Context: an optimization exercise on an open-source flow, tuned for small area, a short achievable clock period and few clock cycles per item. The choices shown serve that exercise and are no tape-out recipe. Only simulation tests tie the RTL to the original design; equivalence was not proved. No activity file was given, so power comes from the tool's default toggle rates.

$ cat flow/design.v
package lfs_pkg;
  localparam int IMG_COLS   = 80;
  localparam int CENTRE_Q4  = 16 * (IMG_COLS / 2 - 1);
  localparam int RIGHT_Q4   = 16 * (IMG_COLS - 1);
  localparam int WIDE_LIM   = IMG_COLS - 2;
  localparam int EDGE_LO    = 2;
  localparam int EDGE_HI    = IMG_COLS - 3;
  localparam int BELOW_LIM  = 60;
  localparam int MARK_HI    = IMG_COLS - 2;
  localparam int PIX_W      = 7;
  localparam int CQ_W       = 11;
  localparam int TURN_W     = 6;
  localparam int DUTY_W     = 12;
  localparam int SPEED_W    = 10;
  localparam int COEFF_W    = 11;
  localparam int ROW_W      = 6;
  localparam int COL_W      = 7;
  localparam int GAIN_W     = 16;
  localparam int CFG_IDX_W  = 2;
  localparam int CFG_DATA_W = 16;
  localparam int C_W        = $clog2(2 ** CQ_W + RIGHT_Q4);
  localparam int ERR_W      = C_W + 1;
  localparam int DIF_W      = C_W + 2;
  localparam int DCT_W      = CQ_W + 1;
  localparam int OPD_W      = 24;
  localparam int PROD_W     = 2 * OPD_W;
  localparam int ACC_W      = 36;
  localparam int X_W        = 22;
  localparam int QM_W       = 20;
  localparam int Q_W        = QM_W + 1;
  localparam int SV_W       = ERR_W + 5;
  localparam int MARKC_W    = C_W - 4;
  localparam int DUTY_MID   = 1500;
  localparam int ACC_BASE   = 5 * DUTY_MID * 4096;
  localparam int ACC_SH     = 12;
  localparam int RECIP5     = 838861;
  localparam int DIV5_SH    = 22;
  localparam int RECIP45    = 186414;
  localparam int DIV45_SH   = 23;
  localparam int COEFF_OFS  = 72;
  localparam int SPEED_BASE = 6400;
  localparam int SPEED_TURN = 208;
  localparam int SPEED_ERR  = 7;
  localparam int SPEED_MIN  = 150;
  localparam int SPEED_MAX  = 800;
  localparam int NO_TURN    = 59;
  localparam int ROW_NEAR   = 27;
  localparam int ROW_EXIT   = 22;
  localparam int ROW_ENTRY  = 43;
  localparam logic [CFG_IDX_W-1:0] CFG_PROP_GAIN  = 2'd0;
  localparam logic [CFG_IDX_W-1:0] CFG_DERIV_GAIN = 2'd1;
  localparam logic [CFG_IDX_W-1:0] CFG_DUTY_MIN   = 2'd2;
  localparam logic [CFG_IDX_W-1:0] CFG_DUTY_MAX   = 2'd3;
  localparam int DUTY_MIN_RST = 1140;
  localparam int DUTY_MAX_RST = 1860;
  typedef struct packed {
    logic [PIX_W-1:0]  width_near;
    logic [PIX_W-1:0]  width_below;
    logic [PIX_W-1:0]  left_edge_near;
    logic [PIX_W-1:0]  right_edge_near;
    logic [CQ_W-1:0]   centre_exit;
    logic [CQ_W-1:0]   centre_near;
    logic [CQ_W-1:0]   centre_entry;
    logic [CQ_W-1:0]   centre_turn;
    logic [TURN_W-1:0] turn_row;
  } in_item_t;
  typedef struct packed {
    logic [DUTY_W-1:0]  servo_duty;
    logic [SPEED_W-1:0] speed_target;
    logic [COEFF_W-1:0] diff_coeff;
    logic [ROW_W-1:0]   marker_row;
    logic [COL_W-1:0]   marker_col;
    logic               marker_valid;
  } out_item_t;
  typedef struct packed {
    logic signed [GAIN_W-1:0] prop_gain;
    logic signed [GAIN_W-1:0] deriv_gain;
    logic [DUTY_W-1:0]        duty_min;
    logic [DUTY_W-1:0]        duty_max;
  } cfg_regs_t;
  typedef struct packed {
    logic signed [OPD_W-1:0] a;
    logic signed [OPD_W-1:0] b;
  } mul_req_t;
endpackage
module lfs_cfg (
  input  logic                             clk,
  input  logic                             rst_n,
  input  logic                             cfg_we,
  input  logic [lfs_pkg::CFG_IDX_W-1:0]    cfg_idx,
  input  logic [lfs_pkg::CFG_DATA_W-1:0]   cfg_data,
  output lfs_pkg::cfg_regs_t               regs
);
  lfs_pkg::cfg_regs_t regs_r;
  always_ff @(posedge clk) begin
    if (!rst_n) begin
      regs_r.prop_gain  <= '0;
      regs_r.deriv_gain <= '0;
      regs_r.duty_min   <= lfs_pkg::DUTY_W'(lfs_pkg::DUTY_MIN_RST);
      regs_r.duty_max   <= lfs_pkg::DUTY_W'(lfs_pkg::DUTY_MAX_RST);
    end else if (cfg_we) begin
      case (cfg_idx)
        lfs_pkg::CFG_PROP_GAIN:  regs_r.prop_gain  <= cfg_data[lfs_pkg::GAIN_W-1:0];
        lfs_pkg::CFG_DERIV_GAIN: regs_r.deriv_gain <= cfg_data[lfs_pkg::GAIN_W-1:0];
        lfs_pkg::CFG_DUTY_MIN:   regs_r.duty_min   <= cfg_data[lfs_pkg::DUTY_W-1:0];
        lfs_pkg::CFG_DUTY_MAX:   regs_r.duty_max   <= cfg_data[lfs_pkg::DUTY_W-1:0];
        default: ;
      endcase
    end
  end
  assign regs = regs_r;
endmodule
module lfs_mul (
  input  logic                                clk,
  input  lfs_pkg::mul_req_t                   req,
  output logic signed [lfs_pkg::PROD_W-1:0]   prod
);
  logic signed [lfs_pkg::PROD_W-1:0] prod_r;
  always_ff @(posedge clk) begin
    prod_r <= req.a * req.b;
  end
  assign prod = prod_r;
endmodule
module lfs_ctrl (
  input  logic                                clk,
  input  logic                                rst_n,
  input  logic                                in_valid,
  output logic                                in_ready,
  input  lfs_pkg::in_item_t                   in_data,
  output logic                                out_valid,
  input  logic                                out_ready,
  output lfs_pkg::out_item_t                  out_data,
  input  lfs_pkg::cfg_regs_t                  cfg,
  output lfs_pkg::mul_req_t                   mul_req,
  input  logic signed [lfs_pkg::PROD_W-1:0]   prod
);
  localparam logic [3:0] ST_IDLE = 4'd0;
  localparam logic [3:0] ST_MP   = 4'd1;
  localparam logic [3:0] ST_MD   = 4'd2;
  localparam logic [3:0] ST_MT   = 4'd3;
  localparam logic [3:0] ST_SUM  = 4'd4;
  localparam logic [3:0] ST_ABS  = 4'd5;
  localparam logic [3:0] ST_DIV  = 4'd6;
  localparam logic [3:0] ST_CLMP = 4'd7;
  localparam logic [3:0] ST_COEF = 4'd8;
  localparam logic [3:0] ST_DONE = 4'd9;
  localparam int C_W    = lfs_pkg::C_W;
  localparam int ERR_W  = lfs_pkg::ERR_W;
  localparam int DIF_W  = lfs_pkg::DIF_W;
  localparam int DCT_W  = lfs_pkg::DCT_W;
  localparam int OPD_W  = lfs_pkg::OPD_W;
  localparam int ACC_W  = lfs_pkg::ACC_W;
  localparam int X_W    = lfs_pkg::X_W;
  localparam int QM_W   = lfs_pkg::QM_W;
  localparam int Q_W    = lfs_pkg::Q_W;
  localparam int SV_W   = lfs_pkg::SV_W;
  localparam int MC_W   = lfs_pkg::MARKC_W;
  localparam int DUTY_W = lfs_pkg::DUTY_W;
  logic [3:0] state_r, state_nxt;
  logic                     in_xfer;
  logic                     out_wr;
  logic                     out_valid_r;
  lfs_pkg::out_item_t       out_r;
  logic signed [ERR_W-1:0]  prev_err_r;
  logic signed [ERR_W-1:0]  err_r;
  logic signed [OPD_W-1:0]  err5_r;
  logic signed [OPD_W-1:0]  dif5_r;
  logic signed [OPD_W-1:0]  tf_r;
  logic signed [DCT_W-1:0]  dct_r;
  logic [lfs_pkg::TURN_W-1:0] turn_r;
  logic [lfs_pkg::ROW_W-1:0]  row_r;
  logic [MC_W-1:0]          col_r;
  logic                     mval_r;
  logic signed [ACC_W-1:0]  acc_r;
  logic [X_W-1:0]           x_r;
  logic                     neg_r;
  logic [lfs_pkg::SPEED_W-1:0] spd_r;
  logic [DUTY_W-1:0]        duty_r;
  logic [C_W-1:0]           c_sel;
  logic [C_W-1:0]           c_sum;
  logic [lfs_pkg::ROW_W-1:0] row_sel;
  logic signed [ERR_W-1:0]  err_cap;
  logic signed [DIF_W-1:0]  dif_cap;
  logic signed [OPD_W-1:0]  err_ext;
  logic signed [OPD_W-1:0]  dif_ext;
  logic [OPD_W-1:0]         turn_ext;
  logic [MC_W-1:0]          col_cap;
  logic [ACC_W-1:0]         acc_abs;
  logic [ERR_W-1:0]         aerr;
  logic signed [SV_W-1:0]   spd_raw;
  logic [SV_W-7:0]          spd_div;
  logic [lfs_pkg::SPEED_W-1:0] spd_calc;
  logic [QM_W-1:0]          q_mag;
  logic signed [Q_W-1:0]    q_s;
  logic signed [Q_W-1:0]    q_lo;
  logic signed [Q_W-1:0]    q_hi;
  logic signed [Q_W-1:0]    q_t;
  logic [DUTY_W-1:0]        duty_calc;
  logic [DUTY_W-1:0]        mag;
  logic [OPD_W-1:0]         coef_y;
  assign in_xfer   = in_valid && in_ready;
  assign in_ready  = (state_r == ST_IDLE);
  assign out_wr    = (state_r == ST_DONE) && (!out_valid_r || out_ready);
  assign out_valid = out_valid_r;
  assign out_data  = out_r;
  always_comb begin
    c_sum   = C_W'(in_data.centre_near) + C_W'(lfs_pkg::RIGHT_Q4);
    c_sel   = C_W'(in_data.centre_near);
    row_sel = lfs_pkg::ROW_W'(lfs_pkg::ROW_NEAR);
    if (int'(in_data.width_near) >= lfs_pkg::WIDE_LIM) begin
      c_sel   = C_W'(in_data.centre_entry);
      row_sel = lfs_pkg::ROW_W'(lfs_pkg::ROW_ENTRY);
    end else if (int'(in_data.width_below) >= lfs_pkg::BELOW_LIM) begin
      c_sel   = C_W'(in_data.centre_exit);
      row_sel = lfs_pkg::ROW_W'(lfs_pkg::ROW_EXIT);
    end else if (int'(in_data.left_edge_near) < lfs_pkg::EDGE_LO) begin
      c_sel   = C_W'(in_data.centre_near) >> 1;
    end else if (int'(in_data.right_edge_near) > lfs_pkg::EDGE_HI) begin
      c_sel   = c_sum >> 1;
    end
  end
  always_comb begin
    err_cap  = $signed({1'b0, c_sel}) - $signed(ERR_W'(lfs_pkg::CENTRE_Q4));
    dif_cap  = DIF_W'(err_cap) - DIF_W'(prev_err_r);
    err_ext  = OPD_W'(err_cap);
    dif_ext  = OPD_W'(dif_cap);
    turn_ext = OPD_W'(in_data.turn_row);
    col_cap  = c_sel[C_W-1:4];
  end
  always_comb begin
    aerr     = err_r[ERR_W-1] ? ERR_W'(-err_r) : ERR_W'(err_r);
    spd_raw  = $signed(SV_W'(lfs_pkg::SPEED_BASE))
             - $signed(SV_W'(turn_r) * SV_W'(lfs_pkg::SPEED_TURN))
             - $signed(SV_W'(aerr) * SV_W'(lfs_pkg::SPEED_ERR));
    spd_div  = spd_raw[SV_W-2:5];
    if (spd_raw[SV_W-1] || int'(spd_div) < lfs_pkg::SPEED_MIN) begin
      spd_calc = lfs_pkg::SPEED_W'(lfs_pkg::SPEED_MIN);
    end else if (int'(spd_div) > lfs_pkg::SPEED_MAX) begin
      spd_calc = lfs_pkg::SPEED_W'(lfs_pkg::SPEED_MAX);
    end else begin
      spd_calc = lfs_pkg::SPEED_W'(spd_div);
    end
  end
  always_comb begin
    acc_abs   = acc_r[ACC_W-1] ? ACC_W'(-acc_r) : ACC_W'(acc_r);
    q_mag     = prod[lfs_pkg::DIV5_SH +: QM_W];
    q_s       = neg_r ? -$signed(Q_W'(q_mag)) : $signed(Q_W'(q_mag));
    q_lo      = $signed(Q_W'(cfg.duty_min));
    q_hi      = $signed(Q_W'(cfg.duty_max));
    q_t       = (q_s < q_lo) ? q_lo : q_s;
    q_t       = (q_t > q_hi) ? q_hi : q_t;
    duty_calc = q_t[DUTY_W-1:0];
    mag       = (int'(duty_r) >= lfs_pkg::DUTY_MID) ?
                duty_r - DUTY_W'(lfs_pkg::DUTY_MID) :
                DUTY_W'(lfs_pkg::DUTY_MID) - duty_r;
    coef_y    = (OPD_W'(mag) + OPD_W'(lfs_pkg::COEFF_OFS)) << 5;
  end
  always_comb begin
    mul_req.a = '0;
    mul_req.b = '0;
    case (state_r)
      ST_MP: begin
        mul_req.a = OPD_W'(cfg.prop_gain);
        mul_req.b = err5_r;
      end
      ST_MD: begin
        mul_req.a = OPD_W'(cfg.deriv_gain);
        mul_req.b = dif5_r;
      end
      ST_MT: begin
        mul_req.a = tf_r;
        mul_req.b = OPD_W'(dct_r);
      end
      ST_DIV: begin
        mul_req.a = $signed(OPD_W'(x_r));
        mul_req.b = $signed(OPD_W'(lfs_pkg::RECIP5));
      end
      ST_COEF, ST_DONE: begin
        mul_req.a = $signed(coef_y);
        mul_req.b = $signed(OPD_W'(lfs_pkg::RECIP45));
      end
      default: ;
    endcase
  end
  always_comb begin
    state_nxt = state_r;
    case (state_r)
      ST_IDLE: if (in_xfer) state_nxt = ST_MP;
      ST_MP:   state_nxt = ST_MD;
      ST_MD:   state_nxt = ST_MT;
      ST_MT:   state_nxt = ST_SUM;
      ST_SUM:  state_nxt = ST_ABS;
      ST_ABS:  state_nxt = ST_DIV;
      ST_DIV:  state_nxt = ST_CLMP;
      ST_CLMP: state_nxt = ST_COEF;
      ST_COEF: state_nxt = ST_DONE;
      ST_DONE: if (out_wr) state_nxt = ST_IDLE;
      default: state_nxt = ST_IDLE;
    endcase
  end
  always_ff @(posedge clk) begin
    if (!rst_n) begin
      state_r     <= ST_IDLE;
      prev_err_r  <= '0;
      out_valid_r <= 1'b0;
    end else begin
      state_r <= state_nxt;
      if (in_xfer) begin
        prev_err_r <= err_cap;
      end
      if (out_wr) begin
        out_valid_r <= 1'b1;
      end else if (out_ready) begin
        out_valid_r <= 1'b0;
      end
    end
  end
  always_ff @(posedge clk) begin
    if (in_xfer) begin
      err_r  <= err_cap;
      err5_r <= (err_ext <<< 2) + err_ext;
      dif5_r <= (dif_ext <<< 2) + dif_ext;
      if (int'(in_data.turn_row) != lfs_pkg::NO_TURN) begin
        tf_r <= $signed((turn_ext << 7) + (turn_ext << 6));
      end else begin
        tf_r <= '0;
      end
      dct_r  <= $signed({1'b0, in_data.centre_turn})
              - $signed(DCT_W'(lfs_pkg::CENTRE_Q4));
      turn_r <= in_data.turn_row;
      row_r  <= row_sel;
      col_r  <= col_cap;
      mval_r <= (int'(col_cap) > 1) && (int'(col_cap) < lfs_pkg::MARK_HI);
    end
    case (state_r)
      ST_MD:  acc_r <= $signed(ACC_W'(lfs_pkg::ACC_BASE)) + ACC_W'(prod);
      ST_MT:  acc_r <= acc_r + ACC_W'(prod);
      ST_SUM: acc_r <= acc_r + ACC_W'(prod);
      ST_ABS: begin
        x_r   <= acc_abs[lfs_pkg::ACC_SH +: X_W];
        neg_r <= acc_r[ACC_W-1];
        spd_r <= spd_calc;
      end
      ST_CLMP: duty_r <= duty_calc;
      default: ;
    endcase
    if (out_wr) begin
      out_r.servo_duty   <= duty_r;
      out_r.speed_target <= spd_r;
      out_r.diff_coeff   <= prod[lfs_pkg::DIV45_SH +: lfs_pkg::COEFF_W];
      out_r.marker_row   <= row_r;
      out_r.marker_col   <= col_r[lfs_pkg::COL_W-1:0];
      out_r.marker_valid <= mval_r;
    end
  end
endmodule
module line_follow_steer_pd_core (
  input  logic                              clk,
  input  logic                              rst_n,
  input  logic                              in_valid,
  output logic                              in_ready,
  input  logic [lfs_pkg::PIX_W-1:0]         in_width_near,
  input  logic [lfs_pkg::PIX_W-1:0]         in_width_below,
  input  logic [lfs_pkg::PIX_W-1:0]         in_left_edge_near,
  input  logic [lfs_pkg::PIX_W-1:0]         in_right_edge_near,
  input  logic [lfs_pkg::CQ_W-1:0]          in_centre_exit,
  input  logic [lfs_pkg::CQ_W-1:0]          in_centre_near,
  input  logic [lfs_pkg::CQ_W-1:0]          in_centre_entry,
  input  logic [lfs_pkg::CQ_W-1:0]          in_centre_turn,
  input  logic [lfs_pkg::TURN_W-1:0]        in_turn_row,
  output logic                              out_valid,
  input  logic                              out_ready,
  output logic [lfs_pkg::DUTY_W-1:0]        out_servo_duty,
  output logic [lfs_pkg::SPEED_W-1:0]       out_speed_target,
  output logic [lfs_pkg::COEFF_W-1:0]       out_diff_coeff,
  output logic [lfs_pkg::ROW_W-1:0]         out_marker_row,
  output logic [lfs_pkg::COL_W-1:0]         out_marker_col,
  output logic                              out_marker_valid,
  input  logic                              cfg_we,
  input  logic [lfs_pkg::CFG_IDX_W-1:0]     cfg_idx,
  input  logic [lfs_pkg::CFG_DATA_W-1:0]    cfg_data
);
  lfs_pkg::cfg_regs_t                  cfg_regs;
  lfs_pkg::mul_req_t                   mul_req;
  logic signed [lfs_pkg::PROD_W-1:0]   mul_prod;
  lfs_pkg::in_item_t                   in_data;
  lfs_pkg::out_item_t                  out_data;
  assign in_data.width_near      = in_width_near;
  assign in_data.width_below     = in_width_below;
  assign in_data.left_edge_near  = in_left_edge_near;
  assign in_data.right_edge_near = in_right_edge_near;
  assign in_data.centre_exit     = in_centre_exit;
  assign in_data.centre_near     = in_centre_near;
  assign in_data.centre_entry    = in_centre_entry;
  assign in_data.centre_turn     = in_centre_turn;
  assign in_data.turn_row        = in_turn_row;
  assign out_servo_duty   = out_data.servo_duty;
  assign out_speed_target = out_data.speed_target;
  assign out_diff_coeff   = out_data.diff_coeff;
  assign out_marker_row   = out_data.marker_row;
  assign out_marker_col   = out_data.marker_col;
  assign out_marker_valid = out_data.marker_valid;
  lfs_cfg u_cfg (
    .clk      (clk),
    .rst_n    (rst_n),
    .cfg_we   (cfg_we),
    .cfg_idx  (cfg_idx),
    .cfg_data (cfg_data),
    .regs     (cfg_regs)
  );
  lfs_mul u_mul (
    .clk  (clk),
    .req  (mul_req),
    .prod (mul_prod)
  );
  lfs_ctrl u_ctrl (
    .clk       (clk),
    .rst_n     (rst_n),
    .in_valid  (in_valid),
    .in_ready  (in_ready),
    .in_data   (in_data),
    .out_valid (out_valid),
    .out_ready (out_ready),
    .out_data  (out_data),
    .cfg       (cfg_regs),
    .mul_req   (mul_req),
    .prod      (mul_prod)
  );
endmodule
$ cat flow/run.sh
#!/bin/bash
# synth_recipe.tcl (not shown) runs the flow's synth.tcl, then flattens the netlist and writes it again
# the make line also repeats each setting of config.mk as NAME=value (left out here)
make -C /OpenROAD-flow-scripts/flow DESIGN_CONFIG=/design/flow/config.mk WORK_HOME=/design/flow/orfs CLKGATE_MAP_FILE= SYNTH_SCRIPT=/design/flow/synth_recipe.tcl finish
$ cat flow/config.mk
export PLATFORM = sky130hd
export DESIGN_NAME = line_follow_steer_pd_core
export DESIGN_NICKNAME = line_follow_steer_pd_core
export VERILOG_FILES = /design/flow/design.v
export SDC_FILE = /design/flow/constraint.sdc
export NUM_CORES = 4
export LEC_CHECK = 0
export CAP_MARGIN = 20
export CORE_MARGIN = 2
export CORE_UTILIZATION = 40
export SLEW_MARGIN = 20
$ cat flow/constraint.sdc
create_clock -name core_clock -period 11.0 [get_ports {clk}]
set_input_delay 2.2000 -clock core_clock [delete_from_list [all_inputs] [get_ports {clk}]]
set_output_delay 2.2000 -clock core_clock [all_outputs]
set_load 0.01 [all_outputs]
==> qor.json <==
{
  "postSynthAreaPerCell": {"value": 9.17, "unit": "um^2"},
  "die_h": {"value": 314, "unit": "um"},
  "synth.cells.most_frequent": {"value": "sky130_fd_sc_hd__inv_1 (825), sky130_fd_sc_hd__nand2_1 (559), sky130_fd_sc_hd__fa_1 (553)"},
  "maxSlewHeadroom": {"value": 24.8, "unit": "%"},
  "worst_setup_path_start_kind": {"value": "register"},
  "top_flip_flop_cell_by_instance_count_after_synthesis": {"value": "sky130_fd_sc_hd__edfxtp_1"},
  "run_status": {"value": "finished clean"},
  "cap_viol_max_count": {"value": 0},
  "setup_total_negative_slack": {"value": 0, "unit": "ns"},
  "critical-path-top-cell-by-count": {"value": "sky130_fd_sc_hd__fa_1"},
  "power_per_unit_of_standard_cell_area": {"value": 172, "unit": "mW/mm^2"},
  "timing.final.hold_violations": {"value": 0},
  "ios": {"value": 150},
  "rsz0062_at_grt": {"value": "false"},
  "setup_viol_count_final": {"value": 0},
  "grt_max_degree": {"value": 74},
  "period_share": {"value": 93.4, "unit": "%"},
  "critPathTopFamily": {"value": "adder cells"},
  "layout.core_utilization": {"value": 45.2, "unit": "%"},
  "grt.overflow.total": {"value": 0},
  "finalNetCount": {"value": 5271},
  "synthesized_area_fraction_occupied_by_ao_oa_aoi_and_oai_cells": {"value": 11.3, "unit": "%"},
  "async_flop_share": {"value": 0, "unit": "%"},
  "numClockSinks": {"value": 323},
  "worst_path_max_fanout": {"value": 7},
  "cts.clk_slew.worst_paths": {"value": 0.06, "unit": "ns"},
  "drt_first_iter_violations": {"value": 1956},
  "die_footprint": {"value": 0.0986, "unit": "mm^2"},
  "ys_seq_elements": {"value": 323},
  "synth.top_cell.area_share": {"value": 28.8, "unit": "%"},
  "post_synthesis_cell_type_with_the_largest_combined_area": {"value": "sky130_fd_sc_hd__fa_1"},
  "critical_path_data_arrival_time": {"value": 10.75, "unit": "ns"},
  "remaining_drc_errors": {"value": 0},
  "grt_antenna_before_repair": {"value": 1},
  "start_util": {"value": 40.4, "unit": "%"},
  "first_pass_iters": {"value": 5},
  "synth_simple_gate_area_share": {"value": 12.8, "unit": "%"},
  "num_vias": {"value": 29100},
  "total_standard_cell_area_after_synthesis": {"value": 0.0384, "unit": "mm^2"},
  "cts.root.buffer_cell": {"value": "sky130_fd_sc_hd__clkbuf_16"},
  "worstSkewPairLatency": {"value": 0.59, "unit": "ns"},
  "cts-buffers-inserted": {"value": 40},
  "worst_ep_required_time": {"value": 11.48, "unit": "ns"},
  "postCtsResizedCells": {"value": 0},
  "worstHoldPathType": {"value": "register to register"},
  "max_freq": {"value": 0.0974, "unit": "GHz"},
  "final.min_clock_period": {"value": 10.27, "unit": "ns"},
  "number_of_global_route_vias_before_repair": {"value": 29800},
  "xor_and_xnor_fraction_of_the_mapped_netlist_area": {"value": 4.99, "unit": "%"},
  "critical_path.max_stage_delay": {"value": 0.56, "unit": "ns"},
  "post-synth-top-count-cell": {"value": "sky130_fd_sc_hd__inv_1"},
  "critPathSlowestCell": {"value": "sky130_fd_sc_hd__fa_1"},
  "netlist_instances": {"value": 4191},
  "post-cts-setup-buffer-count": {"value": 0},
  "drt-total-wl": {"value": 106000, "unit": "um"},
  "flow.area_growth_from_synthesis": {"value": 11.9, "unit": "%"},
  "grt_pass1_wl": {"value": 168000, "unit": "um"},
  "via_per_inst": {"value": 5.18},
  "synth_cell_types": {"value": 82},
  "placeable_core_region": {"value": 0.0952, "unit": "mm^2"},
  "floorplan.die.width": {"value": 314, "unit": "um"},
  "cts_max_path_buffers": {"value": 3},
  "worstMarginPinSlew": {"value": 1.12, "unit": "ns"},
  "crit_buf_inv": {"value": 7},
  "synth_mux_area_share": {"value": 0.683, "unit": "%"},
  "worstSetupEndpointType": {"value": "register"},
  "place.port_buffers": {"value": 143},
  "row_count": {"value": 113},
  "synthTopCellsByArea": {"value": "sky130_fd_sc_hd__fa_1 (29%), sky130_fd_sc_hd__edfxtp_1 (16%), sky130_fd_sc_hd__ha_1 (9.8%), sky130_fd_sc_hd__inv_1 (8.1%), sky130_fd_sc_hd__dfxtp_1 (6.0%)"},
  "wl_per_cell": {"value": 18.9, "unit": "um"},
  "leakagePower": {"value": 19.8, "unit": "nW"},
  "synth_top_family_by_area": {"value": "adder cells"},
  "syn_nets": {"value": 5145},
  "fin_skew": {"value": 0.0491, "unit": "ns"},
  "share_of_synthesized_cell_area_in_full_adder_half_adder_and_majority_cells": {"value": 38.6, "unit": "%"},
  "htree_num_levels": {"value": 2},
  "timing.setup.critical_path_class": {"value": "register to register"},
  "hpwlAfterDp": {"value": 87700, "unit": "um"},
  "cts_hold_buffers": {"value": 0},
  "grt_use_total": {"value": 22.2, "unit": "%"},
  "tritoncts": {"value": "built"},
  "synth.yosys.seq_area_share": {"value": 22.2, "unit": "%"},
  "slew_viol_final": {"value": 0},
  "layout_cell_share_with_drive_strength_beyond_1": {"value": 4.90, "unit": "%"},
  "synthesis.yosys.warnings": {"value": 3},
  "routabilityCongestion": {"value": 0.914},
  "power.ir.vdd_worst": {"value": 0.000325, "unit": "V"},
  "ant_nets": {"value": 0},
  "synth_enable_flop_cells": {"value": 207}
}
==> layout by cell type (no fill, tap or decap), types with 14 or more instances in the layout <==
cell type,netlist,routed
sky130_fd_sc_hd__xor2_1,68,68
sky130_fd_sc_hd__ha_1,300,300
sky130_fd_sc_hd__a21oi_1,239,237
sky130_fd_sc_hd__a31oi_1,18,18
sky130_fd_sc_hd__inv_1,825,824
sky130_fd_sc_hd__and3_1,24,24
sky130_fd_sc_hd__clkdlybuf4s50_1,0,143
sky130_fd_sc_hd__mux2_2,18,18
sky130_fd_sc_hd__o211ai_1,31,31
sky130_fd_sc_hd__nor3_1,28,28
sky130_fd_sc_hd__a211oi_1,26,25
sky130_fd_sc_hd__clkbuf_16,0,42
sky130_fd_sc_hd__o21ai_0,118,117
sky130_fd_sc_hd__and2_1,24,24
sky130_fd_sc_hd__nand3_1,39,39
sky130_fd_sc_hd__a21o_1,47,47
sky130_fd_sc_hd__nand2_1,559,559
sky130_fd_sc_hd__nor4_1,14,14
sky130_fd_sc_hd__fa_1,553,553
sky130_fd_sc_hd__xnor2_1,151,151
sky130_fd_sc_hd__o21a_1,20,19
sky130_fd_sc_hd__nand4_1,16,16
sky130_fd_sc_hd__o21bai_1,29,29
sky130_fd_sc_hd__nor2b_1,28,28
sky130_fd_sc_hd__nand2b_1,26,26
sky130_fd_sc_hd__a22oi_1,24,24
sky130_fd_sc_hd__o31ai_1,17,17
sky130_fd_sc_hd__or2_2,14,14
sky130_fd_sc_hd__buf_4,2,77
sky130_fd_sc_hd__edfxtp_1,207,207
sky130_fd_sc_hd__dfxtp_1,116,116
sky130_fd_sc_hd__nor2_1,304,299
sky130_fd_sc_hd__or3_1,17,17
==> state kept, by name, indices dropped and copies added (netlist names), 12 cells and up <==
register,cells
u_cfg.regs_r,56
u_ctrl.out_r,45
u_mul.prod_r,42
u_ctrl.acc_r,36
u_ctrl.x_r,22
u_ctrl.dif5_r,17
u_ctrl.err5_r,16
u_ctrl.prev_err_r,13
u_ctrl.dct_r,12
u_ctrl.duty_r,12
==> cell type report <==
type | instances | area, um^2
inverters | 828 | 3110
clock inverters | 22 | 262
diodes | 1 | 2.50
clock buffers | 52 | 1100
well taps | 1265 | 1580
repair buffers | 222 | 2050
multi-input cells | 2902 | 26400
flip-flops and latches | 323 | 8540
fillers | 9172 | 52100
==> metrics by stage <==
step                setup WS, ns  hold WS, ns  instance area [um^2]  total power, mW  cells
finish                     0.731        0.413                 43000             7.40   5615
global route              0.0857        0.415                 43000             8.04   5614
CTS                        0.508        0.413                 43000             7.44   5614
detailed placement         0.566        0.405                 41600             6.03   5540
global placement           0.605        0.401                 41600             6.00   5540
floorplan                   1.57        0.400                 38400             5.01   4191
==> where the power goes <==
group | internal, mW | leakage [nW] | switching, mW
logic | 1.79 | 16.3 | 2.53
clock network | 0.793 | 0.662 | 0.571
registers | 1.56 | 2.86 | 0.153
total | 4.14 | 19.8 | 3.25
==> cell families after synthesis <==
group | count (synthesis)
flops | 323
other cells | 1
buf+inv | 966
xor+xnor | 219
compound gates | 678
fa+ha+maj | 853
mux | 24
simple gates | 1127
==> worst paths after layout <==
kind / startpoint / to / slack, ns / cells past startpoint
max: u_ctrl.duty_r[2] / u_mul.prod_r[41] / 0.73 / 36
min: u_ctrl.row_r[3] / u_ctrl.out_r[11] / 0.41 / 0
max reg2reg: u_ctrl.duty_r[2] / u_mul.prod_r[41] / 0.73 / 36
min reg2reg: u_ctrl.row_r[3] / u_ctrl.out_r[11] / 0.41 / 0
==> metal layers <==
| metal | up-vias | track usage (%) | part of all wire [%] |
|---|---|---|---|
| met1 | 14400 | 28.9 | 42 |
| met3 | 172 | 2.65 | 5.5 |
| met2 | 778 | 37.8 | 48 |
| met5 | - | 0 | 0 |
| li1 | 13700 | - | - |
| met4 | 0 | 8.37 | 4.3 |
==> worst reg2reg max path, delay by kind of cell (launching register included) <==
kind                       cells  cell delay (ns)
AOI/OAI and AO/OA             11             2.95
muxes                          1             0.44
buffers and inverters          7             0.63
DFF                            1             0.51
adders and majority gates     10             4.38
and+or+nand+nor                7             1.25
Testbench counts, summed over its fixed seeds: cycles 32,008, items 3,200.

## afterwards: timing with drivers on the ports
How much do the figures lean on ideal ports? The routed layout below was timed once more, with nothing changed but the port constraints. Step 1 (the two cells are an assumption about what drives the block):
set clk [get_ports {clk}]
set_driving_cell -lib_cell sky130_fd_sc_hd__clkbuf_16 $clk
set_driving_cell -lib_cell sky130_fd_sc_hd__buf_2 [delete_from_list [all_inputs] $clk]
Step 2 also shifts input and output timing later by t, the mid clock arrival at the registers, as if the neighbouring blocks saw the same clock. a / b / c = no drivers / after step 1 / after step 2; a / b = the first two.
shift t [ns]: 0.640
slack for setup (ns): 0.731 / 0.731 / 0.731
hold WS [ns]: 0.413 / 0.413 / 0.413
slew at the worst register clock pin (ns): 0.07 / 0.07
worst slew at a driven data input, ns: 0.10
After both steps this run still meets setup and hold. For this run, drivers alone change the setup slack by 0.000 ns; drivers and shift together by 0.000 ns.
